This is an optimization exercise on Yosys and OpenROAD, whose aim is small area, a short achievable clock period and few clock cycles per item, not a production implementation.
In this exercise RTL edits were held to simulation tests only and were not proved equivalent to the original.
No activity file was given, so power comes from the tool's default toggle rates.

<file path="flow/config.mk">
export PLATFORM = sky130hd
export DESIGN_NAME = group_reverse_reorder_unit
export DESIGN_NICKNAME = group_reverse_reorder_unit
export VERILOG_FILES = /design/flow/design.v
export SDC_FILE = /design/flow/constraint.sdc
export NUM_CORES = 4
export LEC_CHECK = 0
export CAP_MARGIN = 20
export CORE_MARGIN = 2
export CORE_UTILIZATION = 60
export CTS_CLUSTER_DIAMETER = 50
export CTS_CLUSTER_SIZE = 40
export PLACE_DENSITY = 0.72
export SETUP_SLACK_MARGIN = 2.5
export SLEW_MARGIN = 20
export TNS_END_PERCENT = 10
</file>
<file path="flow/constraint.sdc">
create_clock -name core_clock -period 4.5 [get_ports {clk}]
set_input_delay 0.9000 -clock core_clock [delete_from_list [all_inputs] [get_ports {clk}]]
set_output_delay 0.9000 -clock core_clock [all_outputs]
set_load 0.01 [all_outputs]
</file>
<file path="flow/design.v">
package grr_pkg;
  localparam int CFG_W = 5;
  localparam logic [CFG_W-1:0] GROUP_SIZE_RESET = 5'd2;
  typedef struct packed {
    logic valid;
    logic bank;
  } bank_rel_t;
  function automatic logic [CFG_W-1:0] eff_group(input logic [CFG_W-1:0] gs,
                                                 input int unsigned max_group);
    if (gs == '0) begin
      eff_group = CFG_W'(1);
    end else if (32'(gs) > max_group) begin
      eff_group = CFG_W'(max_group);
    end else begin
      eff_group = gs;
    end
  endfunction
endpackage
module group_reverse_reorder_unit #(
  parameter int MAX_GROUP  = 16,
  parameter int WORD_WIDTH = 32
) (
  input  logic                                     clk,
  input  logic                                     rst,
  input  logic                                     cfg_we,
  input  logic [grr_pkg::CFG_W-1:0]                cfg_data,
  input  logic                                     s_tvalid,
  output logic                                     s_tready,
  input  logic [((WORD_WIDTH + 7) / 8) * 8 - 1:0]  s_tdata,   
  input  logic                                     s_tlast,
  output logic                                     m_tvalid,
  input  logic                                     m_tready,
  output logic [((WORD_WIDTH + 7) / 8) * 8 - 1:0]  m_tdata,   
  output logic                                     m_tlast
);
  localparam int TDATA_W = ((WORD_WIDTH + 7) / 8) * 8;
  localparam int NS      = (MAX_GROUP > 1) ? MAX_GROUP : 2;
  localparam int AW      = $clog2(NS);
  localparam int KW      = ($clog2(MAX_GROUP + 1) > grr_pkg::CFG_W) ?
                           $clog2(MAX_GROUP + 1) : grr_pkg::CFG_W;
  typedef struct packed {
    logic [AW-1:0] start;
    logic          dir;
    logic [AW-1:0] left;
    logic          fin;
  } desc_t;
  logic [grr_pkg::CFG_W-1:0] group_size;
  logic [WORD_WIDTH-1:0] mem [NS];
  logic [NS-1:0]         occ;        
  logic [AW-1:0]         wp;         
  logic [AW-1:0]         wp_step;    
  logic                  wd;         
  logic [AW-1:0]         gstart;     
  logic [AW-1:0]         fill;       
  logic                  fz;         
  logic                  wf;         
  logic                  rdy;
  logic                  ract;
  logic [NS-1:0]         rsel;       
  logic                  rdir;
  logic [AW-1:0]         rleft;      
  logic                  rl;         
  logic                  rfin;
  logic                  pv0;
  logic                  pv1;
  desc_t                 p0;
  desc_t                 p1;
  logic                  ov;
  logic [WORD_WIDTH-1:0] odata;
  logic                  olast;
  logic                  close;
  logic                  accept;
  logic                  oload;
  logic                  rd_fire;
  logic                  take;
  logic                  bypass;
  logic                  turn;
  logic                  newd_v;
  desc_t                 newd;
  desc_t                 nxt;
  logic [AW-1:0]         wp_back;
  logic [AW-1:0]         fill_n;
  logic                  pv0_n;
  logic                  pv1_n;
  logic                  free_n;
  logic [NS-1:0]         rsel_n;
  logic [WORD_WIDTH-1:0] rd_word;
  logic                  k1;         
  logic                  wf2;        
  assign k1       = (grr_pkg::eff_group(group_size, MAX_GROUP) == grr_pkg::CFG_W'(1));
  assign wf2      = (KW'(fill) + KW'(2)) >= KW'(grr_pkg::eff_group(group_size, MAX_GROUP));
  assign close    = wf || s_tlast;
  assign accept   = s_tvalid && rdy;
  assign oload    = !ov || m_tready;
  assign rd_fire  = oload && ract;
  assign take     = !ract || (rd_fire && rl);
  assign bypass   = accept && (wf || (s_tlast && fz)) && !ract && oload;
  assign turn     = bypass && wf;
  assign wp_back  = wd ? (wp + AW'(1)) : (wp - AW'(1));
  always_comb begin
    newd_v     = accept && close && !(bypass && fz);
    newd.start = gstart;
    newd.dir   = wd;
    newd.left  = fill;
    newd.fin   = s_tlast;
    if (wf) begin
      newd.dir = !wd;
      if (bypass) begin
        newd.start = wp_back;
        newd.left  = fill - AW'(1);
      end else begin
        newd.start = wp;
      end
    end
  end
  assign nxt = pv0 ? p0 : newd;
  always_comb begin
    pv0_n = pv0;
    pv1_n = pv1;
    if (take) begin
      if (pv0) begin
        pv0_n = pv1 || newd_v;
        pv1_n = pv1 && newd_v;
      end
    end else if (newd_v) begin
      if (pv0) begin
        pv1_n = 1'b1;
      end else begin
        pv0_n = 1'b1;
      end
    end
  end
  always_comb begin
    if (accept && !turn) begin
      free_n = !occ[wp_step] || (rd_fire && rsel[wp_step]);
    end else if (accept) begin
      free_n = 1'b1;
    end else begin
      free_n = !occ[wp] || (rd_fire && rsel[wp]);
    end
  end
  always_comb begin
    fill_n = fill;
    if (accept) begin
      fill_n = close ? '0 : (fill + AW'(1));
    end
  end
  logic [NS-1:0] dec_wp;
  logic [NS-1:0] dec_back;
  logic [NS-1:0] dec_gs;
  logic [NS-1:0] dec_p0;
  logic [NS-1:0] dec_new;
  always_comb begin
    dec_wp = '0;
    dec_wp[wp] = 1'b1;
    dec_gs = '0;
    dec_gs[gstart] = 1'b1;
    dec_p0 = '0;
    dec_p0[p0.start] = 1'b1;
    dec_back = wd ? {dec_wp[NS-2:0], dec_wp[NS-1]} : {dec_wp[0], dec_wp[NS-1:1]};
    dec_new = !wf ? dec_gs : (bypass ? dec_back : dec_wp);
    rsel_n = rsel;
    if (take) begin
      rsel_n = pv0 ? dec_p0 : (newd_v ? dec_new : '0);
    end else if (rd_fire) begin
      rsel_n = rdir ? {rsel[0], rsel[NS-1:1]} : {rsel[NS-2:0], rsel[NS-1]};
    end
  end
  always_comb begin
    rd_word = ract ? '0 : s_tdata[WORD_WIDTH-1:0];
    for (int i = 0; i < NS; i++) begin
      rd_word = rd_word | ({WORD_WIDTH{rsel[i]}} & mem[i]);
    end
  end
  always_ff @(posedge clk) begin
    if (rst) begin
      group_size <= grr_pkg::GROUP_SIZE_RESET;
    end else if (cfg_we) begin
      group_size <= cfg_data;
    end
  end
  always_ff @(posedge clk) begin
    if (accept) begin
      mem[wp] <= s_tdata[WORD_WIDTH-1:0];
    end
  end
  always_ff @(posedge clk) begin
    if (rst) begin
      occ    <= '0;
      wp     <= '0;
      wp_step <= AW'(1);
      wd     <= 1'b0;
      gstart <= '0;
      fill   <= '0;
      fz     <= 1'b1;
      wf     <= 1'b0;
      rdy    <= 1'b1;
      ract   <= 1'b0;
      rsel   <= '0;
      pv0    <= 1'b0;
      pv1    <= 1'b0;
      ov     <= 1'b0;
    end else begin
      for (int i = 0; i < NS; i++) begin
        if (rd_fire && rsel[i]) begin
          occ[i] <= 1'b0;
        end
        if (accept && !bypass && wp == AW'(i)) begin
          occ[i] <= 1'b1;
        end
      end
      if (accept && !turn) begin
        wp      <= wp_step;
        wp_step <= wd ? (wp_step - AW'(1)) : (wp_step + AW'(1));
      end
      if (turn) begin
        wd      <= !wd;
        wp_step <= wp_back;
      end
      if (accept && close) begin
        gstart <= turn ? wp : wp_step;
      end
      fill <= fill_n;
      fz   <= (fill_n == '0);
      if (cfg_we) begin
        wf <= (KW'(fill) + KW'(1)) >= KW'(grr_pkg::eff_group(cfg_data, MAX_GROUP));
      end else if (accept) begin
        wf <= close ? k1 : wf2;
      end
      rdy  <= free_n && !pv1_n;
      pv0  <= pv0_n;
      pv1  <= pv1_n;
      if (take) begin
        ract <= pv0 || newd_v;
      end
      rsel <= rsel_n;
      if (oload) begin
        ov <= ract || bypass;
      end
    end
  end
  always_ff @(posedge clk) begin
    if (take) begin
      rdir  <= nxt.dir;
      rleft <= nxt.left;
      rl    <= (nxt.left == '0);
      rfin  <= nxt.fin;
    end else if (rd_fire) begin
      rleft <= rleft - AW'(1);
      rl    <= (rleft == AW'(1));
    end
    if (take ? pv0 : (newd_v && !pv0)) begin
      p0 <= (take && pv1) ? p1 : newd;
    end
    if (newd_v) begin
      p1 <= newd;
    end
    if (oload && (ract || bypass)) begin
      odata <= rd_word;
      olast <= ract ? (rfin && rl) : (s_tlast && fz);
    end
  end
  assign s_tready = rdy;
  assign m_tvalid = ov;
  assign m_tdata  = TDATA_W'(odata);
  assign m_tlast  = olast;
endmodule
</file>
<file path="flow/run.sh">
#!/bin/bash
# synth_recipe.tcl (not shown) runs the flow's synth.tcl, then flattens the netlist and writes it again
# the make line also repeats each setting of config.mk as NAME=value (left out here)
make -C /OpenROAD-flow-scripts/flow DESIGN_CONFIG=/design/flow/config.mk WORK_HOME=/design/flow/orfs CLKGATE_MAP_FILE= SYNTH_SCRIPT=/design/flow/synth_recipe.tcl finish
</file>
==> impl_metrics.yaml, run 1 <==
global_route:
  grt_antenna_before_repair: 2
  grt_overflow: 0
  grt_max_degree: 54
  groute.usage.overall_pct: 32.95
  global_route_wire_length_before_repair_microns: 106600
  grt_pass1_vias: 16530
pwr:
  leakagePower_nw: 10.01
  clockPowerShare_pct: 34.4
  p_int_mw: 9.461
  seq_power_share_pct: 52.9
  comb_power_share_pct: 12.7
  power_switching_mw: 3.359
  power_per_cell_area_mw_per_mm2: 422.3
  irDropWorstVdd_mv: 0.3371
  switching_fraction_of_total_power_pct: 26.20
placement:
  io_buffer_count: 77
  routability_driven_placement_congestion_ratio: 0.9289
  dp_hpwl_microns: 38380
timing:
  layout_min_cycle_time_ns: 2.228
  grt_setup_unrepaired: "true"
  fmaxAchievable_mhz: 448.8
  final.period_utilization_pct: 49.51
  worst_slew_pin_slew_ns: 0.8974
  slew_headroom_pct: 40.11
  slew_viol_final: 0
  clock_skew_ns: 0.03180
  hold_violations: 0
  report.final.setup_viol: 0
  totalNegativeSetupSlack_ns: 0
route:
  drtPass1Iterations: 6
  ant_nets_after_route: 0
  remaining_drc_errors: 0
  routed_wirelength_microns: 73200
  detailroute.via_count: 17110
  via_per_inst: 7.063
  wire_per_inst_microns: 30.21
  detail_route.iter0.violations: 2602
synth:
  ys.flop_type: "sky130_fd_sc_hd__edfxtp_1"
  syn-mean-instance-area_sq_um: 15.02
  share_of_the_yosys_chip_area_belonging_to_registers_pct: 71.81
  syn-instance-count: 1706
  asyncSetResetFlopFracSynth_pct: 0
  synth.yosys.warnings: 1
  synth_unique_cells: 72
  ys_seq_elements: 633
  number_of_flops_mapped_to_enable_cells_by_yosys: 572
  synthesis.nets: 1783
  mappedNetlistArea_sq_mm: 0.02562
setup_path:
  cp_cell_sequence: "inv_2 > ha_4 > buf_4 > nand2_8 > nor2_4 > buf_4"
  max_stage_delay_ns: 0.55
  worstPathRequired_ns: 4.74
  slowest_cell_on_the_critical_path: "sky130_fd_sc_hd__buf_4"
  worst-setup-path-type: "reg2reg"
  critical_path.endpoint_type: "register"
  startpoint_types: "register"
  reg2reg_setup_slack_ns: 2.27
  worst_ep_arrival_time_ns: 2.47
  cpMostUsedCell: "sky130_fd_sc_hd__buf_4"
  crit_path_max_fanout: 29
die:
  die_w_microns: 210.6
  initial_utilization_pct: 60.94
  die_h_microns: 210.6
  num_io_pins: 78
  dieArea_sq_mm: 0.04437
  placementRows: 75
  core_sq_mm: 0.04204
clocking:
  cts.root.buffer_cell: "sky130_fd_sc_hd__clkbuf_16"
  max-clock-path-buffers: 3
  insertion_delay_ns: 0.62
  cts-buffers-inserted: 44
  clock-sinks: 633
  cts-htree-levels: 2
  cts.reportedPaths.clkPinSlew_ns: 0.08
  cts_tree: "built"
cells_and_area:
  insertedDiodeCount: 0
  final_core_utilization_pct: 72.22
  finish.net_count: 1928
  mostFrequentLayoutCells: "572 x sky130_fd_sc_hd__edfxtp_1, 160 x sky130_fd_sc_hd__a22oi_1, 100 x sky130_fd_sc_hd__buf_4"
  post_route_cells_drive_above_1_share_pct: 21.18
  fillCellCount: 2681
  area_delta_synth_final_pct: 18.51
  final_common_cell: "sky130_fd_sc_hd__edfxtp_1"
flow_run:
  drv.max_cap_violation_count: 0
status:
  run_status: "no timing/DRC/antenna violations"
worst_hold_path:
  hold_path.class: "in2reg"
power groups by stage:
| stage | Clock [mW] | Sequential (mW) | Combinational, mW |
|---|---|---|---|
| after detailed placement | 0 | 6.93 | 1.30 |
| after CTS | 4.46 | 6.78 | 1.48 |
| after global routing | 4.66 | 6.79 | 1.73 |
| after floorplan | 0 | 6.84 | 0.824 |
| final | 4.41 | 6.78 | 1.63 |
| after global placement | 0 | 6.93 | 1.29 |
stage by stage:
stage          cells  power (mW)  cell area, sq um  worst slack, ns  hold slack [ns]
2_1_floorplan   1706       7.662             25910            2.083           0.4611
3_3_place_gp    2252       8.212             27230            1.043           0.4788
3_5_place_dp    2252       8.234             27230            1.064           0.4880
4_1_cts         2400       12.72             29790            2.239           0.4587
5_1_grt         2423       13.19             30360            2.213           0.4757
6_report        2423       12.82             30360            2.272           0.4835
state kept, by name, summed over array words and instances (netlist names), 4 cells and up:
signal and flops:
fill 4, mem 512, occ 16, rsel 16, odata 32, gstart 4
wp 4, group_size 5, rleft 4, p0 10, wp_step 4, p1 10
cell usage after synthesis (all sizes together), types with 3 or more instances:
library cell | instances | area share, %
a2111oi | 3 | 0.10
a211oi | 11 | 0.36
a21o | 12 | 0.35
a21oi | 49 | 0.96
a221o | 3 | 0.12
a221oi | 53 | 1.8
a222oi | 32 | 1.3
a22o | 24 | 0.82
a22oi | 162 | 4.7
a311oi | 11 | 0.38
a31oi | 10 | 0.24
a32oi | 17 | 0.58
and2 | 5 | 0.13
and3 | 19 | 0.46
and4 | 17 | 0.58
buf | 38 | 0.63
clkbuf | 84 | 1.2
dfxtp | 61 | 4.8
edfxtp | 572 | 67
ha | 33 | 1.6
inv | 24 | 0.35
mux2 | 14 | 0.62
mux2i | 34 | 1.3
mux4 | 14 | 1.3
nand2 | 99 | 1.5
nand2b | 13 | 0.32
nand3 | 54 | 1.1
nor2 | 90 | 1.3
nor2b | 8 | 0.20
nor3 | 21 | 0.43
nor3b | 3 | 0.088
nor4 | 9 | 0.22
o2111a | 3 | 0.13
o211ai | 4 | 0.12
o21a | 4 | 0.12
o21ai | 36 | 0.70
o22ai | 3 | 0.098
o2bb2ai | 4 | 0.14
o31ai | 4 | 0.17
o41ai | 4 | 0.14
or2 | 3 | 0.073
or4 | 6 | 0.19
xnor2 | 9 | 0.31
xor2 | 9 | 0.31
what timing repair did:
item                                    4_1_cts  5_1_grt
cloned                                        3        1
hold buffers                                  0        0
setup buffers                                66       22
pin swaps                                    46       19
endpoints found under the setup margin      686      434
resized for setup                           156       81
endpoints found under the hold margin         0        0
cell type report:
type / instances / area [sq um] / area share (%)
clock inverter: 35 / 493.0 / 1.624
multi-input combinational: 928 / 7458 / 24.57
timing repair buffer: 219 / 2063 / 6.796
tap: 539 / 674.4 / 2.221
clock buffer: 44 / 1101 / 3.627
inverter: 25 / 107.6 / 0.3544
sequential: 633 / 18460 / 60.81
metal layers:
layer / vias to the layer above / track usage [%] / share of wire (%) / wire, microns
li1: 7195 / - / - / -
met5: - / 0 / 0.041 / 30
met3: 215 / 6.036 / 11 / 7836
met2: 1131 / 53.03 / 48 / 34960
met1: 8568 / 45.12 / 37 / 27340
met4: 4 / 13.19 / 4.1 / 3036
logic make-up (layout without fill, tap and decap cells):
| logic type | Yosys count | count (layout) | share of synthesized area, % |
|---|---|---|---|
| adders and majority gates | 34 | 34 | 1.690 |
| and+or+nand+nor | 354 | 355 | 6.764 |
| muxes | 62 | 62 | 3.219 |
| DFF | 633 | 633 | 71.81 |
| xor gates and xnor gates | 18 | 18 | 0.6154 |
| buffers and inverters | 147 | 323 | 2.237 |
| AOI/OAI and AO/OA | 458 | 459 | 13.66 |
worst paths after layout:
kind                                              endpoint                       start  cells past startpoint
worst max register to register       mem[12][10]$_DFFE_PP_          wp[0]$_SDFFE_PP0P_                      6
worst min register to register  group_size[0]$_SDFFE_PP0P_  group_size[0]$_SDFFE_PP0P_                      2
worst min-delay path            group_size[3]$_SDFFE_PP0P_                         rst                      2
worst max-delay path                 mem[12][10]$_DFFE_PP_          wp[0]$_SDFFE_PP0P_                      6
worst max-delay path: cells and delay by family (launching register included):
kind                     cells  cell delay [ns]
buffers and inverters        3             0.89
flip-flops                   1             0.38
AND/OR/NAND/NOR              2             0.31
adder cells (fa/ha/maj)      1             0.25
Testbench counts, summed over its fixed seeds: cycles 12,252, items 11,992.
==> inputs of run 2 (changes only) <==
--- a/flow/design.v
+++ b/flow/design.v
@@ -47,8 +47,7 @@
   logic [grr_pkg::CFG_W-1:0] group_size;
   logic [WORD_WIDTH-1:0] mem [NS];
   logic [NS-1:0]         occ;        
-  logic [AW-1:0]         wp;         
-  logic [AW-1:0]         wp_step;    
+  logic [NS-1:0]         wsel;       
   logic                  wd;         
   logic [AW-1:0]         gstart;     
   logic [AW-1:0]         fill;       
@@ -78,6 +77,10 @@
   logic                  newd_v;
   desc_t                 newd;
   desc_t                 nxt;
+  logic [NS-1:0]         wstep;      
+  logic [NS-1:0]         wback;      
+  logic [AW-1:0]         wp;
+  logic [AW-1:0]         wp_step;
   logic [AW-1:0]         wp_back;
   logic [AW-1:0]         fill_n;
   logic                  pv0_n;
@@ -96,7 +99,18 @@
   assign take     = !ract || (rd_fire && rl);
   assign bypass   = accept && (wf || (s_tlast && fz)) && !ract && oload;
   assign turn     = bypass && wf;
-  assign wp_back  = wd ? (wp + AW'(1)) : (wp - AW'(1));
+  assign wstep    = wd ? {wsel[0], wsel[NS-1:1]} : {wsel[NS-2:0], wsel[NS-1]};
+  assign wback    = wd ? {wsel[NS-2:0], wsel[NS-1]} : {wsel[0], wsel[NS-1:1]};
+  always_comb begin
+    wp      = '0;
+    wp_step = '0;
+    wp_back = '0;
+    for (int i = 0; i < NS; i++) begin
+      wp      = wp      | (wsel[i]  ? AW'(i) : '0);
+      wp_step = wp_step | (wstep[i] ? AW'(i) : '0);
+      wp_back = wp_back | (wback[i] ? AW'(i) : '0);
+    end
+  end
   always_comb begin
     newd_v     = accept && close && !(bypass && fz);
     newd.start = gstart;
@@ -132,11 +146,11 @@
   end
   always_comb begin
     if (accept && !turn) begin
-      free_n = !occ[wp_step] || (rd_fire && rsel[wp_step]);
+      free_n = !(|(occ & wstep)) || (rd_fire && |(rsel & wstep));
     end else if (accept) begin
       free_n = 1'b1;
     end else begin
-      free_n = !occ[wp] || (rd_fire && rsel[wp]);
+      free_n = !(|(occ & wsel)) || (rd_fire && |(rsel & wsel));
     end
   end
   always_comb begin
@@ -151,13 +165,12 @@
   logic [NS-1:0] dec_p0;
   logic [NS-1:0] dec_new;
   always_comb begin
-    dec_wp = '0;
-    dec_wp[wp] = 1'b1;
+    dec_wp = wsel;
     dec_gs = '0;
     dec_gs[gstart] = 1'b1;
     dec_p0 = '0;
     dec_p0[p0.start] = 1'b1;
-    dec_back = wd ? {dec_wp[NS-2:0], dec_wp[NS-1]} : {dec_wp[0], dec_wp[NS-1:1]};
+    dec_back = wback;
     dec_new = !wf ? dec_gs : (bypass ? dec_back : dec_wp);
     rsel_n = rsel;
     if (take) begin
@@ -180,15 +193,16 @@
     end
   end
   always_ff @(posedge clk) begin
-    if (accept) begin
-      mem[wp] <= s_tdata[WORD_WIDTH-1:0];
+    for (int i = 0; i < NS; i++) begin
+      if (accept && wsel[i]) begin
+        mem[i] <= s_tdata[WORD_WIDTH-1:0];
+      end
     end
   end
   always_ff @(posedge clk) begin
     if (rst) begin
       occ    <= '0;
-      wp     <= '0;
-      wp_step <= AW'(1);
+      wsel   <= NS'(1);
       wd     <= 1'b0;
       gstart <= '0;
       fill   <= '0;
@@ -205,17 +219,15 @@
         if (rd_fire && rsel[i]) begin
           occ[i] <= 1'b0;
         end
-        if (accept && !bypass && wp == AW'(i)) begin
+        if (accept && !bypass && wsel[i]) begin
           occ[i] <= 1'b1;
         end
       end
       if (accept && !turn) begin
-        wp      <= wp_step;
-        wp_step <= wd ? (wp_step - AW'(1)) : (wp_step + AW'(1));
+        wsel <= wstep;
       end
       if (turn) begin
-        wd      <= !wd;
-        wp_step <= wp_back;
+        wd <= !wd;
       end
       if (accept && close) begin
         gstart <= turn ? wp : wp_step;
--- a/flow/config.mk
+++ b/flow/config.mk
@@ -11,6 +11,6 @@
 export CTS_CLUSTER_DIAMETER = 50
 export CTS_CLUSTER_SIZE = 40
 export PLACE_DENSITY = 0.72
-export SETUP_SLACK_MARGIN = 2.5
+export SETUP_SLACK_MARGIN = 2.7
 export SLEW_MARGIN = 20
 export TNS_END_PERCENT = 10
==> impl_metrics.yaml, run 2 <==
synth:
  synthesis.nets: 1849
  mappedNetlistArea_sq_mm: 0.02597
  syn-mean-instance-area_sq_um: 14.58
  ys.flop_type: "sky130_fd_sc_hd__edfxtp_1"
  ys_seq_elements: 641
  synth_unique_cells: 73
  synth.yosys.warnings: 2
  yosysMostFrequentCell: "sky130_fd_sc_hd__edfxtp_1"
  asyncSetResetFlopFracSynth_pct: 0
  syn-instance-count: 1781
  post_synth_most_frequent_cells: "572 x sky130_fd_sc_hd__edfxtp_1, 198 x sky130_fd_sc_hd__a22oi_1, 104 x sky130_fd_sc_hd__nor2_1"
  yosys-top-cells-area: "sky130_fd_sc_hd__edfxtp_1 66%, sky130_fd_sc_hd__a22oi_1 5.7%, sky130_fd_sc_hd__dfxtp_1 5.3%, sky130_fd_sc_hd__a221oi_1 1.8%, sky130_fd_sc_hd__nor2_1 1.5%"
  share_of_the_yosys_chip_area_belonging_to_registers_pct: 71.45
  synth_top_area_share_pct: 66.13
  synth_top_cell_by_area: "sky130_fd_sc_hd__edfxtp_1"
  number_of_flops_mapped_to_enable_cells_by_yosys: 572
die:
  core_sq_mm: 0.04289
  die_h_microns: 212.1
  placementRows: 76
  dieArea_sq_mm: 0.04497
  die_w_microns: 212.1
  initial_utilization_pct: 60.57
  num_io_pins: 78
timing:
  worst_slew_pin_slew_ns: 0.7672
  totalNegativeSetupSlack_ns: 0
  fmaxAchievable_mhz: 459.3
  slew_viol_final: 0
  slew_headroom_pct: 48.85
  hold_violations: 0
  report.final.setup_viol: 0
  clock_skew_ns: 0.03608
  final.setup.worst_slack_ns: 2.323
  final.period_utilization_pct: 48.38
  layout_min_cycle_time_ns: 2.177
  grt_setup_unrepaired: "true"
setup_path:
  cp_cell_sequence: "buf_6"
  worst_ep_arrival_time_ns: 1.28
  cpLargestDelayFamily: "flip-flops"
  critical_path.endpoint_type: "output pin"
  cp.buffers_inverters: 1
  worst-setup-path-type: "reg2out"
  worst_flop_to_flop_path_startpoint: "wd$_SDFFE_PP0P_"
  crit_path_max_fanout: 1
  startpoint_types: "register"
  worstPathRequired_ns: 3.60
  worstSetupStartpoint: "odata[24]$_DFFE_PP_"
  max_stage_delay_ns: 0.50
  slowest_cell_on_the_critical_path: "sky130_fd_sc_hd__edfxtp_1"
clocking:
  cts-buffers-inserted: 44
  cts.root.buffer_cell: "sky130_fd_sc_hd__clkbuf_16"
  cts_tree: "built"
  cts-htree-levels: 2
  cts.reportedPaths.clkPinSlew_ns: 0.08
  max-clock-path-buffers: 3
  clock-sinks: 641
  cts.hold.buffers_added: 0
  insertion_delay_ns: 0.63
pwr:
  seq_power_share_pct: 52.6
  irDropWorstVdd_mv: 0.4843
  power_per_cell_area_mw_per_mm2: 448.8
  design_power_total_mw: 13.77
  power_switching_mw: 3.826
  switching_fraction_of_total_power_pct: 27.78
  leakagePower_nw: 10.18
  p_int_mw: 9.946
  clockPowerShare_pct: 32.1
  comb_power_share_pct: 15.2
cells_and_area:
  top_regs: "mem (512), odata (32)"
  top_register: "mem"
  mostFrequentLayoutCells: "572 x sky130_fd_sc_hd__edfxtp_1, 195 x sky130_fd_sc_hd__a22oi_1, 119 x sky130_fd_sc_hd__buf_4"
  final_core_utilization_pct: 71.55
  insertedDiodeCount: 0
  seq_area_sq_mm: 0.01867
  fillCellCount: 2706
  multi_input_comb_area_sq_mm: 0.007395
  post_route_cells_drive_above_1_share_pct: 24.03
  largest_reg_flops: 512
  final_common_cell: "sky130_fd_sc_hd__edfxtp_1"
  area_delta_synth_final_pct: 18.13
  finish.net_count: 1996
global_route:
  grt_max_degree: 39
  grt_pass1_vias: 17720
  grt_overflow: 0
  grt_antenna_before_repair: 1
  groute.usage.overall_pct: 33.90
  global_route_wire_length_before_repair_microns: 111100
placement:
  dp_hpwl_microns: 39480
  io_buffer_count: 77
  routability_driven_placement_congestion_ratio: 0.9579
  pre_cts_slack_ns: 1.248
worst_hold_path:
  hold_path_startpoint: "group_size[0]$_SDFFE_PP0P_"
  hold_path.class: "reg2reg"
route:
  drtPass1Iterations: 9
  detailroute.via_count: 17970
  remaining_drc_errors: 0
  via_per_inst: 7.048
  wire_per_inst_microns: 29.59
  detail_route.iter0.violations: 3022
  ant_nets_after_route: 0
  routed_wirelength_microns: 75420
flow_run:
  drv.max_cap_violation_count: 0
status:
  run_status: "no timing/DRC/antenna violations"
## run 2: cell types whose count changed in the layout (fill, tap and decap cells not counted), moves of 12 or more
cell,previous run,this run
sky130_fd_sc_hd__nor2_1,67,90
sky130_fd_sc_hd__dfxtp_4,12,24
sky130_fd_sc_hd__nand3_1,54,41
sky130_fd_sc_hd__clkbuf_2,1,27
sky130_fd_sc_hd__a22oi_1,160,195
sky130_fd_sc_hd__nor2_4,21,8
sky130_fd_sc_hd__dlygate4sd2_1,36,9
sky130_fd_sc_hd__buf_4,100,119
sky130_fd_sc_hd__a32oi_1,16,4
## run 2: metrics by stage
step                cells  area [sq um]  hold slack, ns
CTS                  2538         30620          0.5229
finish               2549         30680          0.5108
global route         2549         30680          0.5357
detailed placement   2344         27380          0.5040
floorplan            1781         26160          0.4611
global placement     2344         27370          0.4929
## run 2: final cells by class
| cell class | instances | area share (%) |
|---|---|---|
| clock buffer | 45 | 3.670 |
| clock inverter | 37 | 1.513 |
| inverter | 22 | 0.3140 |
| multi-input combinational | 978 | 24.10 |
| sequential | 641 | 60.85 |
| tap | 585 | 2.385 |
| timing repair buffer | 241 | 7.168 |
## run 2: cell families (layout without fill, tap and decap cells)
family	count (synthesis)	in the layout	synth area share, %
fa+ha+maj	25	25	1.204
xor+xnor	14	14	0.4721
buf+inv	162	345	2.577
mux	53	53	2.187
flops	641	641	71.45
simple gates	383	383	7.447
compound gates	503	503	14.67
## run 2: timing repair
| action | in CTS | in global routing |
|---|---|---|
| cloned | 4 | 2 |
| buffers inserted | 108 | 9 |
| endpoints found under the setup margin | 720 | 409 |
| pin swaps | 48 | 16 |
| gates resized for setup | 311 | 70 |
## run 2: final timing paths
check / end / slack (ns) / cells after the start
setup / recovery: m_tdata[24] / 2.32 / 1
hold / removal: group_size[0]$_SDFFE_PP0P_ / 0.51 / 2
setup reg to reg: p0[6]$_DFFE_PP_ / 2.36 / 9
hold reg to reg: group_size[0]$_SDFFE_PP0P_ / 0.51 / 2
## run 2: routing by layer
metal | routed length [microns] | global-route usage [%] | up-vias | part of all wire (%)
met3 | 9021 | 9.040 | 281 | 12
met2 | 35340 | 53.18 | 1316 | 47
met4 | 3513 | 14.64 | 4 | 4.7
met5 | 67 | 0 | - | 0.089
met1 | 27480 | 45.03 | 8888 | 36
li1 | - | - | 7476 | -
## run 2: power groups by stage
| stage | clock network [mW] | logic [mW] | registers (mW) |
|---|---|---|---|
| after detailed placement | 0 | 1.49 | 7.46 |
| after global placement | 0 | 1.47 | 7.45 |
| after floorplan | 0 | 0.977 | 7.28 |
| final | 4.42 | 2.10 | 7.25 |
| after global routing | 4.66 | 2.21 | 7.28 |
| after CTS | 4.44 | 1.97 | 7.23 |
Testbench counts of run 2, summed over its fixed seeds: cycles 12,252, items 11,992.
==> inputs of run 3 (changes only) <==
--- a/flow/config.mk
+++ b/flow/config.mk
@@ -11,6 +11,6 @@
 export CTS_CLUSTER_DIAMETER = 50
 export CTS_CLUSTER_SIZE = 40
 export PLACE_DENSITY = 0.72
-export SETUP_SLACK_MARGIN = 2.7
+export SETUP_SLACK_MARGIN = 2.5
 export SLEW_MARGIN = 20
 export TNS_END_PERCENT = 10
==> impl_metrics.yaml, run 3 <==
status:
  run_status: "no timing/DRC/antenna violations"
clocking:
  clock-sinks: 641
  max-clock-path-buffers: 3
  cts-htree-levels: 2
  cts.reportedPaths.clkPinSlew_ns: 0.09
  cts-buffers-inserted: 44
  cts.root.buffer_cell: "sky130_fd_sc_hd__clkbuf_16"
  insertion_delay_ns: 0.61
  cts_tree: "built"
timing:
  hold_violations: 0
  slew_viol_final: 0
  slew_headroom_pct: 41.49
  report.final.setup_viol: 0
  final.period_utilization_pct: 48.39
  clock_skew_ns: 0.03498
  worst_slew_pin_slew_ns: 0.8776
  hold_ws_ns: 0.5103
  fmaxAchievable_mhz: 459.3
  layout_min_cycle_time_ns: 2.177
  grt_setup_unrepaired: "true"
  totalNegativeSetupSlack_ns: 0
placement:
  dpl-instance-area_sq_mm: 0.02738
  io_buffer_count: 77
  routability_driven_placement_congestion_ratio: 0.9579
  dp_hpwl_microns: 39480
synth:
  ys.flop_type: "sky130_fd_sc_hd__edfxtp_1"
  number_of_flops_mapped_to_enable_cells_by_yosys: 572
  main_combinational_cell_family_by_area_after_synthesis: "compound AO/OA/AOI/OAI gates"
  asyncSetResetFlopFracSynth_pct: 0
  syn-instance-count: 1781
  share_of_the_yosys_chip_area_belonging_to_registers_pct: 71.45
  synth_fa_ha_area_share_pct: 1.204
  yosysMostFrequentCell: "sky130_fd_sc_hd__edfxtp_1"
  synth_xor_xnor_area_share_pct: 0.4721
  synthMuxAreaShare_pct: 2.187
  synth_top_cell_by_area: "sky130_fd_sc_hd__edfxtp_1"
  synth-compound-area-share_pct: 14.67
  yosys-top-cells-area: "sky130_fd_sc_hd__edfxtp_1 66%, sky130_fd_sc_hd__a22oi_1 5.7%, sky130_fd_sc_hd__dfxtp_1 5.3%, sky130_fd_sc_hd__a221oi_1 1.8%, sky130_fd_sc_hd__nor2_1 1.5%"
  synth_top_area_share_pct: 66.13
  synth_unique_cells: 73
  syn-mean-instance-area_sq_um: 14.58
  synth_simple_gate_area_share_pct: 7.447
  ys_seq_elements: 641
  post_synth_most_frequent_cells: "572 x sky130_fd_sc_hd__edfxtp_1, 198 x sky130_fd_sc_hd__a22oi_1, 104 x sky130_fd_sc_hd__nor2_1"
  synthesis.nets: 1849
  mappedNetlistArea_sq_mm: 0.02597
  synth.yosys.warnings: 2
setup_path:
  startpoint_types: "register"
  crit_path_max_fanout: 1
  cp_cell_sequence: "dlygate4sd2_1"
  worstPathRequired_ns: 3.60
  cp.buffers_inverters: 1
  critical_path.endpoint_type: "output pin"
  reg2reg_setup_slack_ns: 2.39
  max_stage_delay_ns: 0.38
  slowest_cell_on_the_critical_path: "sky130_fd_sc_hd__edfxtp_1"
  worst-setup-path-type: "reg2out"
  cpLargestDelayFamily: "flip-flops"
  worst_ep_arrival_time_ns: 1.28
route:
  ant_nets_after_route: 0
  remaining_drc_errors: 0
  via_per_inst: 7.030
  drtPass1Iterations: 6
  routed_wirelength_microns: 72040
  wire_per_inst_microns: 29.05
  detailroute.via_count: 17440
  detail_route.iter0.violations: 2630
die:
  core_sq_mm: 0.04289
  dieArea_sq_mm: 0.04497
  die_w_microns: 212.1
  die_h_microns: 212.1
  placementRows: 76
  initial_utilization_pct: 60.57
  num_io_pins: 78
global_route:
  grt_overflow: 0
  global_route_wire_length_before_repair_microns: 106400
  grt_pass1_vias: 16970
  grt_util_met2_pct: 51.32
  grt_max_degree: 39
  gr-max-usage-layer: "met2"
  grt_antenna_before_repair: 1
  groute.usage.overall_pct: 32.32
  grt.met1_usage_pct: 43.81
  groute.layer.met3.usage_pct: 6.588
cells_and_area:
  fillCellCount: 2870
  top_register: "mem"
  finish.net_count: 1926
  mostFrequentLayoutCells: "572 x sky130_fd_sc_hd__edfxtp_1, 198 x sky130_fd_sc_hd__a22oi_1, 95 x sky130_fd_sc_hd__nor2_1"
  multi_input_comb_area_sq_mm: 0.007097
  layout.cell_area.non_filler_sq_mm: 0.02972
  largest_reg_flops: 512
  final_core_utilization_pct: 69.31
  final_common_cell: "sky130_fd_sc_hd__edfxtp_1"
  seq_area_sq_mm: 0.01865
  area_delta_synth_final_pct: 14.43
  post_route_cells_drive_above_1_share_pct: 17.21
  top_regs: "mem (512), odata (32)"
pwr:
  irDropWorstVdd_mv: 0.4881
  leakagePower_nw: 9.711
  power_per_cell_area_mw_per_mm2: 452.5
worst_hold_path:
  hold_path.class: "reg2reg"
flow_run:
  drv.max_cap_violation_count: 0
## run 3: cell counts after synthesis
Identical to the previous run, type by type.
## run 3: metrics by stage
stage	cells	worst slack [ns]	power, mW
after floorplan	1781	2.187	8.254
after global placement	2344	1.265	8.914
after detailed placement	2344	1.248	8.954
after CTS	2478	2.248	13.40
after global routing	2479	2.298	13.81
final	2480	2.323	13.45
## run 3: area by class of cell
class	count	area share, %
flip-flops and latches	641	62.75
multi-input cells	978	23.88
inverters	22	0.2778
repair buffers	171	5.275
clock inverters	37	1.562
well taps	585	2.463
diodes	1	0.008419
clock buffers	45	3.789
## run 3: routing by layer
metal	routed length, microns	vias up
met5	18	-
met4	3057	2
met3	7399	229
met2	34060	1159
met1	27510	8706
li1	-	7339
## run 3: final timing paths
check	from	endpoint	depth (start not counted)
worst min-delay path	group_size[0]$_SDFFE_PP0P_	group_size[0]$_SDFFE_PP0P_	2
worst max-delay path	odata[10]$_DFFE_PP_	m_tdata[10]	1
worst min register to register	group_size[0]$_SDFFE_PP0P_	group_size[0]$_SDFFE_PP0P_	2
worst max register to register	rdy$_SDFF_PP1_	mem[7][29]$_DFFE_PP_	4
## run 3: kinds of logic (layout without fill, tap and decap cells)
kind of cell    after synthesis  in the layout
other cells                   0              1
mux                          53             53
simple gates                383            383
buf+inv                     162            275
fa+ha+maj                    25             25
compound gates              503            503
xor+xnor                     14             14
flops                       641            641
## run 3: timing repair
item	in CTS	in global routing
setup endpoints to repair	610	187
setup buffers	52	1
gates resized for setup	165	31
hold buffers	0	0
pin swaps	17	2
gates cloned	0	0
## run 3: report_power, final
part / total [mW] / internal, mW / leakage, nW / switching, mW
clock network: 4.43 / 2.16 / 0.771 / 2.27
logic: 1.73 / 0.600 / 3.11 / 1.13
registers: 7.30 / 7.02 / 5.83 / 0.281
total: 13.5 / 9.77 / 9.71 / 3.68
==> inputs of run 4 (changes only) <==
--- a/flow/design.v
+++ b/flow/design.v
@@ -44,7 +44,8 @@
     logic [AW-1:0] left;
     logic          fin;
   } desc_t;
-  logic [grr_pkg::CFG_W-1:0] group_size;
+  logic [AW-1:0]         km1;
+  logic [AW-1:0]         cfg_km1;
   logic [WORD_WIDTH-1:0] mem [NS];
   logic [NS-1:0]         occ;        
   logic [NS-1:0]         wsel;       
@@ -81,17 +82,19 @@
   logic [NS-1:0]         wback;      
   logic [AW-1:0]         wp;
   logic [AW-1:0]         wp_step;
-  logic [AW-1:0]         wp_back;
   logic [AW-1:0]         fill_n;
   logic                  pv0_n;
   logic                  pv1_n;
   logic                  free_n;
+  logic [NS-1:0]         occ_keep;
+  logic [NS-1:0]         occ_n;
   logic [NS-1:0]         rsel_n;
   logic [WORD_WIDTH-1:0] rd_word;
   logic                  k1;         
   logic                  wf2;        
-  assign k1       = (grr_pkg::eff_group(group_size, MAX_GROUP) == grr_pkg::CFG_W'(1));
-  assign wf2      = (KW'(fill) + KW'(2)) >= KW'(grr_pkg::eff_group(group_size, MAX_GROUP));
+  assign cfg_km1  = AW'(grr_pkg::eff_group(cfg_data, MAX_GROUP) - grr_pkg::CFG_W'(1));
+  assign k1       = (km1 == '0);
+  assign wf2      = (KW'(fill) + KW'(1)) >= KW'(km1);
   assign close    = wf || s_tlast;
   assign accept   = s_tvalid && rdy;
   assign oload    = !ov || m_tready;
@@ -104,11 +107,9 @@
   always_comb begin
     wp      = '0;
     wp_step = '0;
-    wp_back = '0;
     for (int i = 0; i < NS; i++) begin
       wp      = wp      | (wsel[i]  ? AW'(i) : '0);
       wp_step = wp_step | (wstep[i] ? AW'(i) : '0);
-      wp_back = wp_back | (wback[i] ? AW'(i) : '0);
     end
   end
   always_comb begin
@@ -118,12 +119,10 @@
     newd.left  = fill;
     newd.fin   = s_tlast;
     if (wf) begin
-      newd.dir = !wd;
+      newd.dir   = !wd;
+      newd.start = wp;
       if (bypass) begin
-        newd.start = wp_back;
-        newd.left  = fill - AW'(1);
-      end else begin
-        newd.start = wp;
+        newd.left = fill - AW'(1);
       end
     end
   end
@@ -144,13 +143,15 @@
       end
     end
   end
+  assign occ_keep = occ & ~({NS{rd_fire}} & rsel);
+  assign occ_n    = occ_keep | ({NS{accept && !bypass}} & wsel);
   always_comb begin
     if (accept && !turn) begin
-      free_n = !(|(occ & wstep)) || (rd_fire && |(rsel & wstep));
+      free_n = !(|(occ_keep & wstep));
     end else if (accept) begin
       free_n = 1'b1;
     end else begin
-      free_n = !(|(occ & wsel)) || (rd_fire && |(rsel & wsel));
+      free_n = !(|(occ_keep & wsel));
     end
   end
   always_comb begin
@@ -187,9 +188,9 @@
   end
   always_ff @(posedge clk) begin
     if (rst) begin
-      group_size <= grr_pkg::GROUP_SIZE_RESET;
+      km1 <= AW'(grr_pkg::GROUP_SIZE_RESET - grr_pkg::CFG_W'(1));
     end else if (cfg_we) begin
-      group_size <= cfg_data;
+      km1 <= cfg_km1;
     end
   end
   always_ff @(posedge clk) begin
@@ -215,14 +216,7 @@
       pv1    <= 1'b0;
       ov     <= 1'b0;
     end else begin
-      for (int i = 0; i < NS; i++) begin
-        if (rd_fire && rsel[i]) begin
-          occ[i] <= 1'b0;
-        end
-        if (accept && !bypass && wsel[i]) begin
-          occ[i] <= 1'b1;
-        end
-      end
+      occ <= occ_n;
       if (accept && !turn) begin
         wsel <= wstep;
       end
@@ -235,7 +229,7 @@
       fill <= fill_n;
       fz   <= (fill_n == '0);
       if (cfg_we) begin
-        wf <= (KW'(fill) + KW'(1)) >= KW'(grr_pkg::eff_group(cfg_data, MAX_GROUP));
+        wf <= fill >= cfg_km1;
       end else if (accept) begin
         wf <= close ? k1 : wf2;
       end
--- a/flow/config.mk
+++ b/flow/config.mk
@@ -5,12 +5,12 @@
 export SDC_FILE = /design/flow/constraint.sdc
 export NUM_CORES = 4
 export LEC_CHECK = 0
-export CAP_MARGIN = 20
+export CAP_MARGIN = 5
 export CORE_MARGIN = 2
 export CORE_UTILIZATION = 60
 export CTS_CLUSTER_DIAMETER = 50
 export CTS_CLUSTER_SIZE = 40
 export PLACE_DENSITY = 0.72
 export SETUP_SLACK_MARGIN = 2.5
-export SLEW_MARGIN = 20
+export SLEW_MARGIN = 5
 export TNS_END_PERCENT = 10
==> impl_metrics.yaml, run 4 <==
route:
  detailroute.via_count: 16540
  ant_nets_after_route: 0
  detail_route.iter0.violations: 1892
  routed_wirelength_microns: 69770
  wire_per_inst_microns: 29.28
  drtPass1Iterations: 7
  remaining_drc_errors: 0
  via_per_inst: 6.942
placement:
  dp_hpwl_microns: 35970
  pre_cts_slack_ns: 0.9706
  io_buffer_count: 77
  routability_driven_placement_congestion_ratio: 0.9348
cells_and_area:
  largest_reg_flops: 512
  seq_area_sq_mm: 0.01859
  multi_input_comb_area_sq_mm: 0.006754
  finish.net_count: 1869
  top_regs: "mem (512), odata (32)"
  post_route_cells_drive_above_1_share_pct: 15.90
  final_common_cell: "sky130_fd_sc_hd__edfxtp_1"
  mostFrequentLayoutCells: "572 x sky130_fd_sc_hd__edfxtp_1, 154 x sky130_fd_sc_hd__a22oi_1, 100 x sky130_fd_sc_hd__nand2_1"
  area_delta_synth_final_pct: 15.03
  top_register: "mem"
  fillCellCount: 2806
synth:
  number_of_flops_mapped_to_enable_cells_by_yosys: 572
  yosysMostFrequentCell: "sky130_fd_sc_hd__edfxtp_1"
  asyncSetResetFlopFracSynth_pct: 0
  syn-mean-instance-area_sq_um: 14.78
  synthesis.nets: 1793
  synth_top_cell_by_area: "sky130_fd_sc_hd__edfxtp_1"
  synth_unique_cells: 66
  ys_seq_elements: 640
  synth.yosys.warnings: 2
  syn-instance-count: 1729
  share_of_the_yosys_chip_area_belonging_to_registers_pct: 72.54
  synth_top_area_share_pct: 67.21
  mappedNetlistArea_sq_mm: 0.02556
  yosys-top-cells-area: "sky130_fd_sc_hd__edfxtp_1 67%, sky130_fd_sc_hd__dfxtp_1 5.3%, sky130_fd_sc_hd__a22oi_1 4.6%, sky130_fd_sc_hd__a221oi_1 1.7%, sky130_fd_sc_hd__mux2i_1 1.6%"
  post_synth_most_frequent_cells: "572 x sky130_fd_sc_hd__edfxtp_1, 156 x sky130_fd_sc_hd__a22oi_1, 101 x sky130_fd_sc_hd__nand2_1"
  ys.flop_type: "sky130_fd_sc_hd__edfxtp_1"
global_route:
  grt_util_met2_pct: 50.98
  grt_max_degree: 54
  grt.met1_usage_pct: 43.22
  grt_antenna_before_repair: 1
  grt_overflow: 0
  groute.usage.overall_pct: 31.61
  grt_pass1_vias: 15850
  groute.layer.met3.usage_pct: 5.498
  global_route_wire_length_before_repair_microns: 102000
  gr-max-usage-layer: "met2"
setup_path:
  reg2reg_depth: 3
  worstSetupPathDepth: 1
  worstSetupStartpoint: "ov$_SDFFE_PP0N_"
  critical_path.reg2reg.endpoint: "mem[8][9]$_DFFE_PP_"
  worst_ep_arrival_time_ns: 1.23
  startpoint_types: "register"
  max_stage_delay_ns: 0.40
  cp.buffers_inverters: 1
  crit_path_max_fanout: 5
  worst_flop_to_flop_path_startpoint: "wsel[8]$_SDFFE_PP0P_"
  cp_cell_sequence: "clkdlybuf4s15_2"
  cpLargestDelayFamily: "flip-flops"
  reg2reg_setup_slack_ns: 2.40
  timing.critical_path.to: "m_tvalid"
  worstPathRequired_ns: 3.60
  slowest_cell_on_the_critical_path: "sky130_fd_sc_hd__dfxtp_4"
  critical_path.endpoint_type: "output pin"
  worst-setup-path-type: "reg2out"
die:
  dieArea_sq_mm: 0.04426
  num_io_pins: 78
  core_sq_mm: 0.04204
  die_w_microns: 210.4
  initial_utilization_pct: 60.79
  die_h_microns: 210.4
  placementRows: 75
pwr:
  comb_power_share_pct: 9.9
  irDropWorstVdd_mv: 0.3440
  design_power_total_mw: 13.06
  clockPowerShare_pct: 35.7
  seq_power_share_pct: 54.3
  p_int_mw: 9.686
  leakagePower_nw: 9.570
  power_switching_mw: 3.376
  switching_fraction_of_total_power_pct: 25.84
  power_per_cell_area_mw_per_mm2: 444.3
clocking:
  cts.root.buffer_cell: "sky130_fd_sc_hd__clkbuf_16"
  cts.reportedPaths.clkPinSlew_ns: 0.06
  cts-buffers-inserted: 48
  insertion_delay_ns: 0.61
  max-clock-path-buffers: 3
  cts-htree-levels: 2
  cts_tree: "built"
  clock-sinks: 640
timing:
  report.final.setup_viol: 0
  layout_min_cycle_time_ns: 2.130
  worst_slew_pin_slew_ns: 1.149
  hold_violations: 0
  final.setup.worst_slack_ns: 2.370
  hold_ws_ns: 0.5140
  fmaxAchievable_mhz: 469.4
  clock_skew_ns: 0.04273
  slew_headroom_pct: 23.40
  final.period_utilization_pct: 47.34
  slew_viol_final: 0
  grt_setup_unrepaired: "true"
  totalNegativeSetupSlack_ns: 0
status:
  run_status: "no timing/DRC/antenna violations"
worst_hold_path:
  hold_path_startpoint: "km1[2]$_SDFFE_PP0P_"
  hold_path.class: "reg2reg"
flow_run:
  drv.max_cap_violation_count: 0
-- run 4: cell types whose count changed after synthesis, sizes merged, moves of 10 or more --
cell	before	now
a211oi	17	27
a22oi	198	156
mux2	24	12
mux2i	29	42
nand2	89	103
nor2	104	69
-- run 4: how the worst min path moves through the flow --
stage          slack (ns)  cells after the start                  end
2_1_floorplan        0.47                      2  km1[1]$_SDFFE_PP0P_
3_3_place_gp         0.49                      2  km1[1]$_SDFFE_PP0P_
3_5_place_dp         0.50                      2  km1[2]$_SDFFE_PP0P_
4_1_cts              0.51                      2  km1[2]$_SDFFE_PP0P_
5_1_grt              0.54                      2  km1[1]$_SDFFE_PP0P_
6_report             0.51                      2  km1[2]$_SDFFE_PP0P_
-- run 4: logic make-up (layout without fill, tap and decap cells) --
| group | after synthesis | after routing | share of synthesized area [%] |
|---|---|---|---|
| adder cells (fa/ha/maj) | 21 | 21 | 1.028 |
| multiplexers | 54 | 54 | 2.174 |
| XOR/XNOR | 12 | 12 | 0.4406 |
| buffers and inverters | 160 | 271 | 2.619 |
| other | 0 | 1 | 0 |
| AND/OR/NAND/NOR | 361 | 364 | 7.221 |
| AO/OA/AOI/OAI | 481 | 481 | 13.98 |
| flip-flops | 640 | 640 | 72.54 |
-- run 4: stage by stage --
| step | util, % | std cells | area [sq um] |
|---|---|---|---|
| final | 69.93 | 2383 | 29400 |
| after global routing | 69.92 | 2382 | 29400 |
| after CTS | 69.49 | 2370 | 29210 |
| after detailed placement | 64.20 | 2257 | 26990 |
| after global placement | 64.20 | 2257 | 26990 |
| after floorplan | - | 1729 | 25700 |
-- run 4: power groups by stage --
| stage | logic, mW | clock network [mW] | registers, mW |
|---|---|---|---|
| floorplan | 0.719 | 0 | 7.12 |
| global placement | 1.17 | 0 | 7.21 |
| detailed placement | 1.18 | 0 | 7.23 |
| CTS | 1.24 | 4.70 | 7.08 |
| global route | 1.39 | 4.91 | 7.12 |
| finish | 1.30 | 4.67 | 7.10 |
-- run 4: layer usage --
metal  share of wire, %  routed length (microns)  up-vias
met5                  0                        0        -
met4                4.0                     2822        0
met3                 11                     7538      181
met2                 48                    33240     1006
met1                 38                    26170     8251
li1                   -                        -     7105
-- run 4: cell type report --
type	count	share of cell area (%)
Tap cell	539	2.294
Sequential cell	640	63.24
Timing Repair inverter	2	0.04256
Multi-Input combinational cell	932	22.97
Clock buffer	53	4.256
Clock inverter	35	1.651
Inverter	22	0.3107
Timing Repair Buffer	159	5.222
Antenna cell	1	0.008512
-- run 4: repair_timing --
action                     in CTS  in global routing
setup endpoints to repair     633                196
buffers inserted               22                  9
cloned                          3                  3
pin swaps                      12                  4
resized for setup             183                 26
hold buffers                    0                  0
Testbench counts of run 4, summed over its fixed seeds: cycles 12,252, items 11,992.
==> inputs of run 5 (changes only) <==
--- a/flow/config.mk
+++ b/flow/config.mk
@@ -5,12 +5,12 @@
 export SDC_FILE = /design/flow/constraint.sdc
 export NUM_CORES = 4
 export LEC_CHECK = 0
-export CAP_MARGIN = 5
+export CAP_MARGIN = 20
 export CORE_MARGIN = 2
 export CORE_UTILIZATION = 60
 export CTS_CLUSTER_DIAMETER = 50
 export CTS_CLUSTER_SIZE = 40
 export PLACE_DENSITY = 0.72
 export SETUP_SLACK_MARGIN = 2.5
-export SLEW_MARGIN = 5
+export SLEW_MARGIN = 20
 export TNS_END_PERCENT = 10
==> impl_metrics.yaml, run 5 <==
die:
  initial_utilization_pct: 60.79
  placementRows: 75
  num_io_pins: 78
  die_w_microns: 210.4
  dieArea_sq_mm: 0.04426
  die_h_microns: 210.4
  core_sq_mm: 0.04204
timing:
  layout_min_cycle_time_ns: 2.130
  grt_setup_unrepaired: "true"
  slew_headroom_pct: 23.40
  clock_skew_ns: 0.04273
  totalNegativeSetupSlack_ns: 0
  fmaxAchievable_mhz: 469.4
  report.final.setup_viol: 0
  slew_viol_final: 0
  final.period_utilization_pct: 47.34
  worst_slew_pin_slew_ns: 1.149
  hold_violations: 0
cells_and_area:
  post_route_cells_drive_above_1_share_pct: 15.90
  area_delta_synth_final_pct: 15.03
  mostFrequentLayoutCells: "572 x sky130_fd_sc_hd__edfxtp_1, 154 x sky130_fd_sc_hd__a22oi_1, 100 x sky130_fd_sc_hd__nand2_1"
  final_common_cell: "sky130_fd_sc_hd__edfxtp_1"
  top_register: "mem"
  largest_reg_flops: 512
  top_regs: "mem (512), odata (32)"
  finish.net_count: 1869
setup_path:
  worst-setup-path-type: "reg2out"
  crit_path_max_fanout: 5
  worstPathRequired_ns: 3.60
  startpoint_types: "register"
  max_stage_delay_ns: 0.40
  cp_cell_sequence: "clkdlybuf4s15_2"
  worst_ep_arrival_time_ns: 1.23
  cpLargestDelayFamily: "flip-flops"
  critical_path.endpoint_type: "output pin"
  slowest_cell_on_the_critical_path: "sky130_fd_sc_hd__dfxtp_4"
  cp.buffers_inverters: 1
synth:
  syn-mean-instance-area_sq_um: 14.78
  synth.yosys.warnings: 2
  synth_top_cell_by_area: "sky130_fd_sc_hd__edfxtp_1"
  synth_top_area_share_pct: 67.21
  synth_unique_cells: 66
  share_of_the_yosys_chip_area_belonging_to_registers_pct: 72.54
  asyncSetResetFlopFracSynth_pct: 0
  number_of_flops_mapped_to_enable_cells_by_yosys: 572
  ys_seq_elements: 640
  yosys-top-cells-area: "sky130_fd_sc_hd__edfxtp_1 67%, sky130_fd_sc_hd__dfxtp_1 5.3%, sky130_fd_sc_hd__a22oi_1 4.6%, sky130_fd_sc_hd__a221oi_1 1.7%, sky130_fd_sc_hd__mux2i_1 1.6%"
  syn-instance-count: 1729
  ys.flop_type: "sky130_fd_sc_hd__edfxtp_1"
  synthesis.nets: 1793
  mappedNetlistArea_sq_mm: 0.02556
  post_synth_most_frequent_cells: "572 x sky130_fd_sc_hd__edfxtp_1, 156 x sky130_fd_sc_hd__a22oi_1, 101 x sky130_fd_sc_hd__nand2_1"
  yosysMostFrequentCell: "sky130_fd_sc_hd__edfxtp_1"
clocking:
  max-clock-path-buffers: 3
  cts.root.buffer_cell: "sky130_fd_sc_hd__clkbuf_16"
  cts.reportedPaths.clkPinSlew_ns: 0.06
  cts-htree-levels: 2
  cts_tree: "built"
  cts.hold.buffers_added: 0
  insertion_delay_ns: 0.61
  cts-buffers-inserted: 48
  clock-sinks: 640
route:
  drtPass1Iterations: 7
  wire_per_inst_microns: 29.28
  remaining_drc_errors: 0
  ant_nets_after_route: 0
  detailroute.via_count: 16540
  via_per_inst: 6.942
  detail_route.iter0.violations: 1892
  routed_wirelength_microns: 69770
pwr:
  p_int_mw: 9.686
  irDropWorstVdd_mv: 0.3440
  power_switching_mw: 3.376
  power_per_cell_area_mw_per_mm2: 444.3
  switching_fraction_of_total_power_pct: 25.84
  comb_power_share_pct: 9.9
  seq_power_share_pct: 54.3
  design_power_total_mw: 13.06
  clockPowerShare_pct: 35.7
  leakagePower_nw: 9.570
global_route:
  grt_max_degree: 54
  grt_pass1_vias: 15850
  groute.usage.overall_pct: 31.61
  global_route_wire_length_before_repair_microns: 102000
  grt_antenna_before_repair: 1
  grt_overflow: 0
worst_hold_path:
  hold_path.class: "reg2reg"
flow_run:
  drv.max_cap_violation_count: 0
placement:
  routability_driven_placement_congestion_ratio: 0.9348
  io_buffer_count: 77
  dp_hpwl_microns: 35970
status:
  run_status: "no timing/DRC/antenna violations"
## run 5: cell counts in the layout (fill, tap and decap cells not counted)
No cell type changed its count.
## run 5: per-layer routing
metal,GRT usage (%),vias up,part of all wire (%)
met2,50.98,1006,48
met1,43.22,8251,38
met3,5.498,181,11
met5,0,-,0
met4,13.06,0,4.0
li1,-,7105,-
## run 5: final timing paths
check                           cells after the start            startpoint             endpoint  slack, ns
worst max-delay path                                1       ov$_SDFFE_PP0N_             m_tvalid       2.37
worst min-delay path                                2   km1[2]$_SDFFE_PP0P_  km1[2]$_SDFFE_PP0P_       0.51
worst max register to register                      3  wsel[8]$_SDFFE_PP0P_  mem[8][9]$_DFFE_PP_       2.40
worst min register to register                      2   km1[2]$_SDFFE_PP0P_  km1[2]$_SDFFE_PP0P_       0.51
## run 5: layout make-up
| class | count | area [sq um] |
|---|---|---|
| well taps | 539 | 674.4 |
| repair inverters | 2 | 12.51 |
| flip-flops and latches | 640 | 18590 |
| fillers | 2806 | 12640 |
| clock buffers | 53 | 1251 |
| clock inverters | 35 | 485.5 |
| multi-input cells | 932 | 6754 |
| inverters | 22 | 91.34 |
| diodes | 1 | 2.502 |
| repair buffers | 159 | 1535 |
## run 5: cells by family (layout without fill, tap and decap cells)
group           count (synthesis)  count (layout)  synth area share (%)
flops                         640             640                 72.54
compound gates                481             481                 13.98
simple gates                  361             364                 7.221
buf+inv                       160             271                 2.619
mux                            54              54                 2.174
fa+ha+maj                      21              21                 1.028
xor+xnor                       12              12                0.4406
other cells                     0               1                     0
## run 5: timing repair
item                                   4_1_cts  5_1_grt
cloned                                       3        3
buffers inserted                            22        9
endpoints found under the hold margin        0        0
resized for setup                          183       26
setup endpoints to repair                  633      196
pin swaps                                   12        4
## run 5: power by group through the flow
stage,clock [mW],sequential [mW],combinational (mW)
floorplan,0,7.12,0.719
global placement,0,7.21,1.17
detailed placement,0,7.23,1.18
CTS,4.70,7.08,1.24
global route,4.91,7.12,1.39
finish,4.67,7.10,1.30
## run 5: metrics by stage
stage / cells / worst slack (ns) / utilization (%) / area [sq um] / hold WS (ns)
2_1_floorplan: 1729 / 2.055 / - / 25700 / 0.4685
3_3_place_gp: 2257 / 1.022 / 64.20 / 26990 / 0.4927
3_5_place_dp: 2257 / 0.9706 / 64.20 / 26990 / 0.5038
4_1_cts: 2370 / 2.357 / 69.49 / 29210 / 0.5130
5_1_grt: 2382 / 2.329 / 69.92 / 29400 / 0.5416
6_report: 2383 / 2.370 / 69.93 / 29400 / 0.5140
==> inputs of run 6 (changes only) <==
==> flow/flow/run.sh (new file) <==
#!/bin/bash
set -euo pipefail
export BUFFER_PORTS_ARGS="-buffer_cell sky130_fd_sc_hd__buf_2"
bash standard.sh > standard_flow.log 2>&1
==> flow/standard.sh (new file) <==
#!/bin/bash
# synth_recipe.tcl (not shown) runs the flow's synth.tcl, then flattens the netlist and writes it again
# the make line also repeats each setting of config.mk as NAME=value (left out here)
make -C /OpenROAD-flow-scripts/flow DESIGN_CONFIG=/design/flow/config.mk WORK_HOME=/design/flow/orfs CLKGATE_MAP_FILE= SYNTH_SCRIPT=/design/flow/synth_recipe.tcl "${@:-finish}"
removed: flow/run.sh
==> impl_metrics.yaml, run 6 <==
status:
  run_status: "no timing/DRC/antenna violations"
route:
  detail_route.wirelength.met1_microns: 25900
  detail_route.iter0.violations: 2028
  dr_wl_met2_microns: 33670
  wire_per_inst_microns: 29.50
  drtPass1Iterations: 5
  detailroute.wirelength.met3_microns: 7872
  routed_wirelength_microns: 70390
  remaining_drc_errors: 0
  detailroute.via_count: 16820
  via_per_inst: 7.051
  ant_nets_after_route: 0
  top_layer_used: "met5"
flow_run:
  drv.max_cap_violation_count: 0
cells_and_area:
  top_regs: "mem (512), odata (32)"
  seq_area_sq_mm: 0.01860
  final_core_utilization_pct: 68.82
  top_register: "mem"
  fillCellCount: 2836
  final_common_cell: "sky130_fd_sc_hd__edfxtp_1"
  largest_reg_flops: 512
  layout.cell_area.non_filler_sq_mm: 0.02893
  mostFrequentLayoutCells: "572 x sky130_fd_sc_hd__edfxtp_1, 155 x sky130_fd_sc_hd__a22oi_1, 100 x sky130_fd_sc_hd__nand2_1"
  finish.net_count: 1872
  post_route_cells_drive_above_1_share_pct: 19.57
  multi_input_comb_area_sq_mm: 0.006684
  final-instance-count-excl-fill: 2386
  area_delta_synth_final_pct: 13.21
synth:
  ys_seq_elements: 640
  share_of_the_yosys_chip_area_belonging_to_registers_pct: 72.54
  synth_top_cell_by_area: "sky130_fd_sc_hd__edfxtp_1"
  syn-mean-instance-area_sq_um: 14.78
  post_synth_most_frequent_cells: "572 x sky130_fd_sc_hd__edfxtp_1, 156 x sky130_fd_sc_hd__a22oi_1, 101 x sky130_fd_sc_hd__nand2_1"
  number_of_flops_mapped_to_enable_cells_by_yosys: 572
  syn-instance-count: 1729
  synth_unique_cells: 66
  synthesis.nets: 1793
  yosysMostFrequentCell: "sky130_fd_sc_hd__edfxtp_1"
  ys.flop_type: "sky130_fd_sc_hd__edfxtp_1"
  synth.yosys.warnings: 2
  yosys-top-cells-area: "sky130_fd_sc_hd__edfxtp_1 67%, sky130_fd_sc_hd__dfxtp_1 5.3%, sky130_fd_sc_hd__a22oi_1 4.6%, sky130_fd_sc_hd__a221oi_1 1.7%, sky130_fd_sc_hd__mux2i_1 1.6%"
  mappedNetlistArea_sq_mm: 0.02556
  asyncSetResetFlopFracSynth_pct: 0
  synth_top_area_share_pct: 67.21
clocking:
  cts-htree-levels: 2
  insertion_delay_ns: 0.62
  cts.reportedPaths.clkPinSlew_ns: 0.09
  cts.hold.buffers_added: 0
  cts-buffers-inserted: 45
  max-clock-path-buffers: 3
  cts.root.buffer_cell: "sky130_fd_sc_hd__clkbuf_16"
  cts_tree: "built"
  clock-sinks: 640
die:
  placementRows: 75
  num_io_pins: 78
  die_h_microns: 210.4
  initial_utilization_pct: 60.79
  die_w_microns: 210.4
  core_sq_mm: 0.04204
  dieArea_sq_mm: 0.04426
setup_path:
  reg2reg_setup_slack_ns: 2.18
  timing.critical_path.to: "mem[9][22]$_DFFE_PP_"
  worstPathRequired_ns: 4.77
  reg2reg_depth: 2
  critical_path.reg2reg.endpoint: "mem[9][22]$_DFFE_PP_"
  worstSetupStartpoint: "wsel[9]$_SDFFE_PP0P_"
  worst-setup-path-type: "reg2reg"
  critical_path.endpoint_type: "register"
  worst_ep_arrival_time_ns: 2.60
  crit_path_max_fanout: 18
  worst_flop_to_flop_path_startpoint: "wsel[9]$_SDFFE_PP0P_"
  startpoint_types: "register"
pwr:
  p_int_mw: 9.411
  power_per_cell_area_mw_per_mm2: 441.4
  power_switching_mw: 3.359
  clockPowerShare_pct: 34.6
  leakagePower_nw: 9.501
  switching_fraction_of_total_power_pct: 26.31
  seq_power_share_pct: 55.7
  comb_power_share_pct: 9.7
  irDropWorstVdd_mv: 0.3748
timing:
  final.period_utilization_pct: 51.59
  fmaxAchievable_mhz: 430.7
  grt_setup_unrepaired: "true"
  layout_min_cycle_time_ns: 2.322
  totalNegativeSetupSlack_ns: 0
  clock_skew_ns: 0.03887
  slew_viol_final: 0
  report.final.setup_viol: 0
  worst_slew_pin_slew_ns: 1.073
  hold_violations: 0
  slew_headroom_pct: 28.48
global_route:
  grt_max_degree: 42
  global_route_wire_length_before_repair_microns: 101700
  grt_pass1_vias: 16160
  groute.usage.overall_pct: 31.42
  grt_antenna_before_repair: 2
  grt_overflow: 0
placement:
  dpl-instance-area_sq_mm: 0.02649
  io_buffer_count: 77
  routability_driven_placement_congestion_ratio: 0.9283
  dp_hpwl_microns: 37400
  dp_cells: 2248
worst_hold_path:
  hold_path.class: "reg2reg"
## run 6: cell counts after synthesis
No cell type changed its count.
## run 6: cell families after synthesis
kind of cell,Yosys count,synth area share (%)
flops,640,72.54
compound gates,481,13.98
simple gates,361,7.221
buf+inv,160,2.619
mux,54,2.174
fa+ha+maj,21,1.028
xor+xnor,12,0.4406
## run 6: power groups by stage
stage / clock network, mW / logic (mW) / registers, mW
global route: 4.66 / 1.32 / 7.14
global placement: 0 / 1.07 / 7.22
finish: 4.42 / 1.24 / 7.11
CTS: 4.46 / 1.13 / 7.11
floorplan: 0 / 0.719 / 7.12
detailed placement: 0 / 1.10 / 7.24
## run 6: worst min path at each step
| stage | start | to | slack (ns) | cells after the start |
|---|---|---|---|---|
| CTS | km1[1]$_SDFFE_PP0P_ | km1[1]$_SDFFE_PP0P_ | 0.51 | 2 |
| global placement | km1[1]$_SDFFE_PP0P_ | km1[1]$_SDFFE_PP0P_ | 0.49 | 2 |
| global route | occ[5]$_SDFF_PP0_ | occ[5]$_SDFF_PP0_ | 0.54 | 2 |
| detailed placement | km1[1]$_SDFFE_PP0P_ | km1[1]$_SDFFE_PP0P_ | 0.50 | 2 |
| finish | occ[5]$_SDFF_PP0_ | occ[5]$_SDFF_PP0_ | 0.51 | 2 |
| floorplan | km1[1]$_SDFFE_PP0P_ | km1[1]$_SDFFE_PP0P_ | 0.47 | 2 |
## run 6: stage by stage
stage                     hold WS (ns)  total power, mW  worst slack (ns)
after floorplan                 0.4685            7.840             2.055
after global placement          0.4909            8.295             1.432
after detailed placement        0.4980            8.335             1.405
after CTS                       0.5092            12.70             2.223
after global routing            0.5426            13.11             2.191
final                           0.5139            12.77             2.178
## run 6: area by class of cell
type | instances | area share, %
Clock buffer | 45 | 3.892
Antenna cell | 2 | 0.01730
Sequential cell | 640 | 64.28
Timing Repair inverter | 1 | 0.02595
Tap cell | 539 | 2.331
Inverter | 22 | 0.3157
Multi-Input combinational cell | 931 | 23.10
Timing Repair Buffer | 167 | 4.299
Clock inverter | 39 | 1.738
## run 6: worst max-delay path, cell delays in order (launching register included)
cell and delay [ns]:
sky130_fd_sc_hd__dfxtp_1 0.68, sky130_fd_sc_hd__and3_2 0.86, sky130_fd_sc_hd__buf_4 0.44
## run 6: what timing repair did
action / in CTS / in global routing
setup buffers: 16 / 33
gates resized for setup: 33 / 74
gates cloned: 2 / 1
pin swaps: 6 / 17
endpoints found under the setup margin: 445 / 314
## run 6: routing by layer
| layer | up-vias | global-route usage [%] |
|---|---|---|
| li1 | 7117 | - |
| met1 | 8366 | 42.28 |
| met2 | 1103 | 50.86 |
| met3 | 235 | 6.198 |
| met4 | 2 | 12.97 |
| met5 | - | 0 |

==> separate check: timing with driven ports <==
Ports are ideal in the flow. The routed layouts listed here were re-timed in OpenROAD.
Step 1 sets driving cells, clkbuf_16 on the clock port and buf_2 on the other inputs (assumed; they add their load-dependent delay and slew).
Step 2 moves the port delays by t, midway between the first and last clock arrival at a register: inputs arrive t later, outputs are due t later. That takes back most of the time a late clock gives input paths.
Three values: ideal, step 1, step 2; two values: the first two.
run | t, ns | slack for setup (ns) | slew at the worst register clock pin (ns)
run 1 | 0.661 | 2.272 / 2.220 / 1.702 | 0.09 / 0.09
run 2 | 0.665 | 2.323 / 2.264 / 1.739 | 0.10 / 0.10
run 3 | 0.653 | 2.323 / 2.266 / 1.786 | 0.10 / 0.10
run 4 | 0.652 | 2.370 / 2.311 / 1.796 | 0.10 / 0.10
run 5 | 0.652 | 2.370 / 2.311 / 1.796 | 0.10 / 0.10
run 6 | 0.651 | 2.178 / 2.178 / 1.644 | 0.10 / 0.10
After both steps every run listed still meets setup and hold. For run 2, which loses most, drivers alone change the setup slack by -0.059 ns; drivers and shift together by -0.584 ns.
